This is an optimization exercise on Yosys and OpenROAD, whose aim is small area, a short achievable clock period and few clock cycles per item, not a production implementation. Only simulation tests tie the RTL to the original design; equivalence was not proved. Power figures rest on the tool's default switching activity, not on a simulated workload.

Design rational_fraction_alu, start of the top module:
module rational_fraction_alu (
  input  logic        clk_i,
  input  logic        rst_ni,
  input  logic        in_valid_i,
  output logic        in_ready_o,
  input  logic [1:0]  in_action_i,
  input  logic [31:0] in_num_a_i,
  input  logic [31:0] in_den_a_i,
  input  logic [31:0] in_num_b_i,
  input  logic [31:0] in_den_b_i,
  output logic        out_valid_o,
  input  logic        out_ready_i,
  output logic        out_status_o,
  output logic [63:0] out_num_o,
  output logic [63:0] out_den_o
);
For scale: roughly 5700 cells after synthesis, roughly 270 I/O pins.
export LEC_CHECK = 0
export CAP_MARGIN = 20
export CORE_MARGIN = 2
export CORE_UTILIZATION = 40
export SLEW_MARGIN = 20
create_clock -name core_clock -period 11.0 [get_ports {clk_i}]
standard.sh (not shown) runs the stock make flow with config.mk's settings and CLKGATE_MAP_FILE= SYNTH_SCRIPT=/design/flow/synth_recipe.tcl, a recipe that flattens the netlist after the stock synthesis.
==> flow/flow/run.sh <==
#!/bin/bash
# Standard layout; repair_timing aims further below the clock period and works only on the worst paths.
set -euo pipefail
bash standard.sh SETUP_SLACK_MARGIN=7 TNS_END_PERCENT=0 finish > standard_make.log 2>&1
The baseline produced a clean layout.
Testbench counts at the start, summed over its fixed seeds: cycles 130,475, items 1,200.
Change:
==> flow/run.sh (new file) <==
#!/bin/bash
# synth_recipe.tcl (not shown) runs the flow's synth.tcl, then flattens the netlist and writes it again
# the make line also repeats each setting of config.mk as NAME=value (left out here)
make -C /OpenROAD-flow-scripts/flow DESIGN_CONFIG=/design/flow/config.mk WORK_HOME=/design/flow/orfs CLKGATE_MAP_FILE= SYNTH_SCRIPT=/design/flow/synth_recipe.tcl finish
--- a/flow/config.mk
+++ b/flow/config.mk
@@ -9,3 +9,4 @@
 export CORE_MARGIN = 2
 export CORE_UTILIZATION = 40
+export SETUP_SLACK_MARGIN = 5
 export SLEW_MARGIN = 20
removed: flow/flow/run.sh
removed: flow/standard.sh
Outcome:
- The new run passed the timing, DRC and antenna checks
- worst hold slack barely changes
- clock-buffer cell count does not change
- non-clock buffer count shrinks by 127
- critical path depth went down by 2
- via count goes down by a few percent
- routed wire length shrinks by a few percent
- synthesized cell count is unchanged

* * *

rational_fraction_alu again, from the RTL that the note above started with.
// rational_fraction_alu
module rational_fraction_alu (
  input  logic        clk_i,
  input  logic        rst_ni,
  input  logic        in_valid_i,
  output logic        in_ready_o,
  input  logic [1:0]  in_action_i,
  input  logic [31:0] in_num_a_i,
  input  logic [31:0] in_den_a_i,
  input  logic [31:0] in_num_b_i,
  input  logic [31:0] in_den_b_i,
  output logic        out_valid_o,
  input  logic        out_ready_i,
  output logic        out_status_o,
  output logic [63:0] out_num_o,
  output logic [63:0] out_den_o
);
==> flow/config.mk <==
export PLATFORM = sky130hd
export DESIGN_NAME = rational_fraction_alu
export DESIGN_NICKNAME = rational_fraction_alu
export VERILOG_FILES = /design/flow/design.v
export SDC_FILE = /design/flow/constraint.sdc
export NUM_CORES = 4
export LEC_CHECK = 0
export CAP_MARGIN = 20
export CORE_MARGIN = 2
export CORE_UTILIZATION = 40
export SLEW_MARGIN = 20
==> flow/constraint.sdc <==
create_clock -name core_clock -period 11.0 [get_ports {clk_i}]
set_input_delay 2.2000 -clock core_clock [delete_from_list [all_inputs] [get_ports {clk_i}]]
set_output_delay 2.2000 -clock core_clock [all_outputs]
set_load 0.01 [all_outputs]
==> flow/flow/run.sh <==
#!/bin/bash
# Standard layout; Yosys/ABC buffers removed before repair, repair_timing aims further below the
# clock period and works only on the worst paths.
set -euo pipefail
bash standard.sh SETUP_SLACK_MARGIN=7 TNS_END_PERCENT=0 REMOVE_ABC_BUFFERS=1 finish > standard_make.log 2>&1
Testbench counts at the start, summed over its fixed seeds: cycles 130,475, items 1,200.
Edit:
==> flow/flow/run.sh (replaced) <==
#!/bin/bash
# Standard layout, with repair_timing aiming further below the clock period.
set -euo pipefail
bash standard.sh SETUP_SLACK_MARGIN=6.5 finish > standard_make.log 2>&1
What happened:
- The changed run finished with timing, DRC and antenna clean
- clock skew went up by 0.015 ns
- worst setup slack is better by 0.020 ns
- sequential power hardly moves
- critical path depth went up by 6
- via count went up by 0.62%

[afterwards: timing with drivers on the ports]
The results above use ideal ports. As a check the final layouts listed here were re-extracted and re-timed, cells and wires unchanged. Step 1 (the two cells are an assumption about what drives the block):
set clk [get_ports {clk_i}]
set_driving_cell -lib_cell sky130_fd_sc_hd__clkbuf_16 $clk
set_driving_cell -lib_cell sky130_fd_sc_hd__buf_2 [delete_from_list [all_inputs] $clk]
Step 2 adds t to the input delays and takes it off the output delays; t is the mean of the earliest and latest rising clock arrival at the registers after step 1. Input paths then give back, and output paths get back, about the clock's delay inside the block. Three values: no drivers, after step 1, after step 2; two values: the first two.
run | t (ns) | slack for setup (ns) | latest minus earliest clock arrival (ns) | slew at the worst register clock pin (ns) | worst slew at a driven data input, ns
the first run of note 1 | 0.738 | 6.420 / 6.420 / 5.823 | 0.049 / 0.049 | 0.07 / 0.07 | 0.18
the second run of note 1 | 0.735 | 5.142 / 5.142 / 4.997 | 0.048 / 0.048 | 0.07 / 0.07 | 0.17
the first run of note 2 | 0.750 | 6.399 / 6.439 / 5.698 | 0.034 / 0.035 | 0.07 / 0.07 | 0.20
the second run of note 2 | 0.736 | 6.419 / 6.419 / 5.864 | 0.049 / 0.049 | 0.07 / 0.07 | 0.17
After both steps every run listed still meets setup and hold. For the first run of note 2, which loses most, drivers alone change the setup slack by +0.040 ns; drivers and shift together by -0.701 ns.
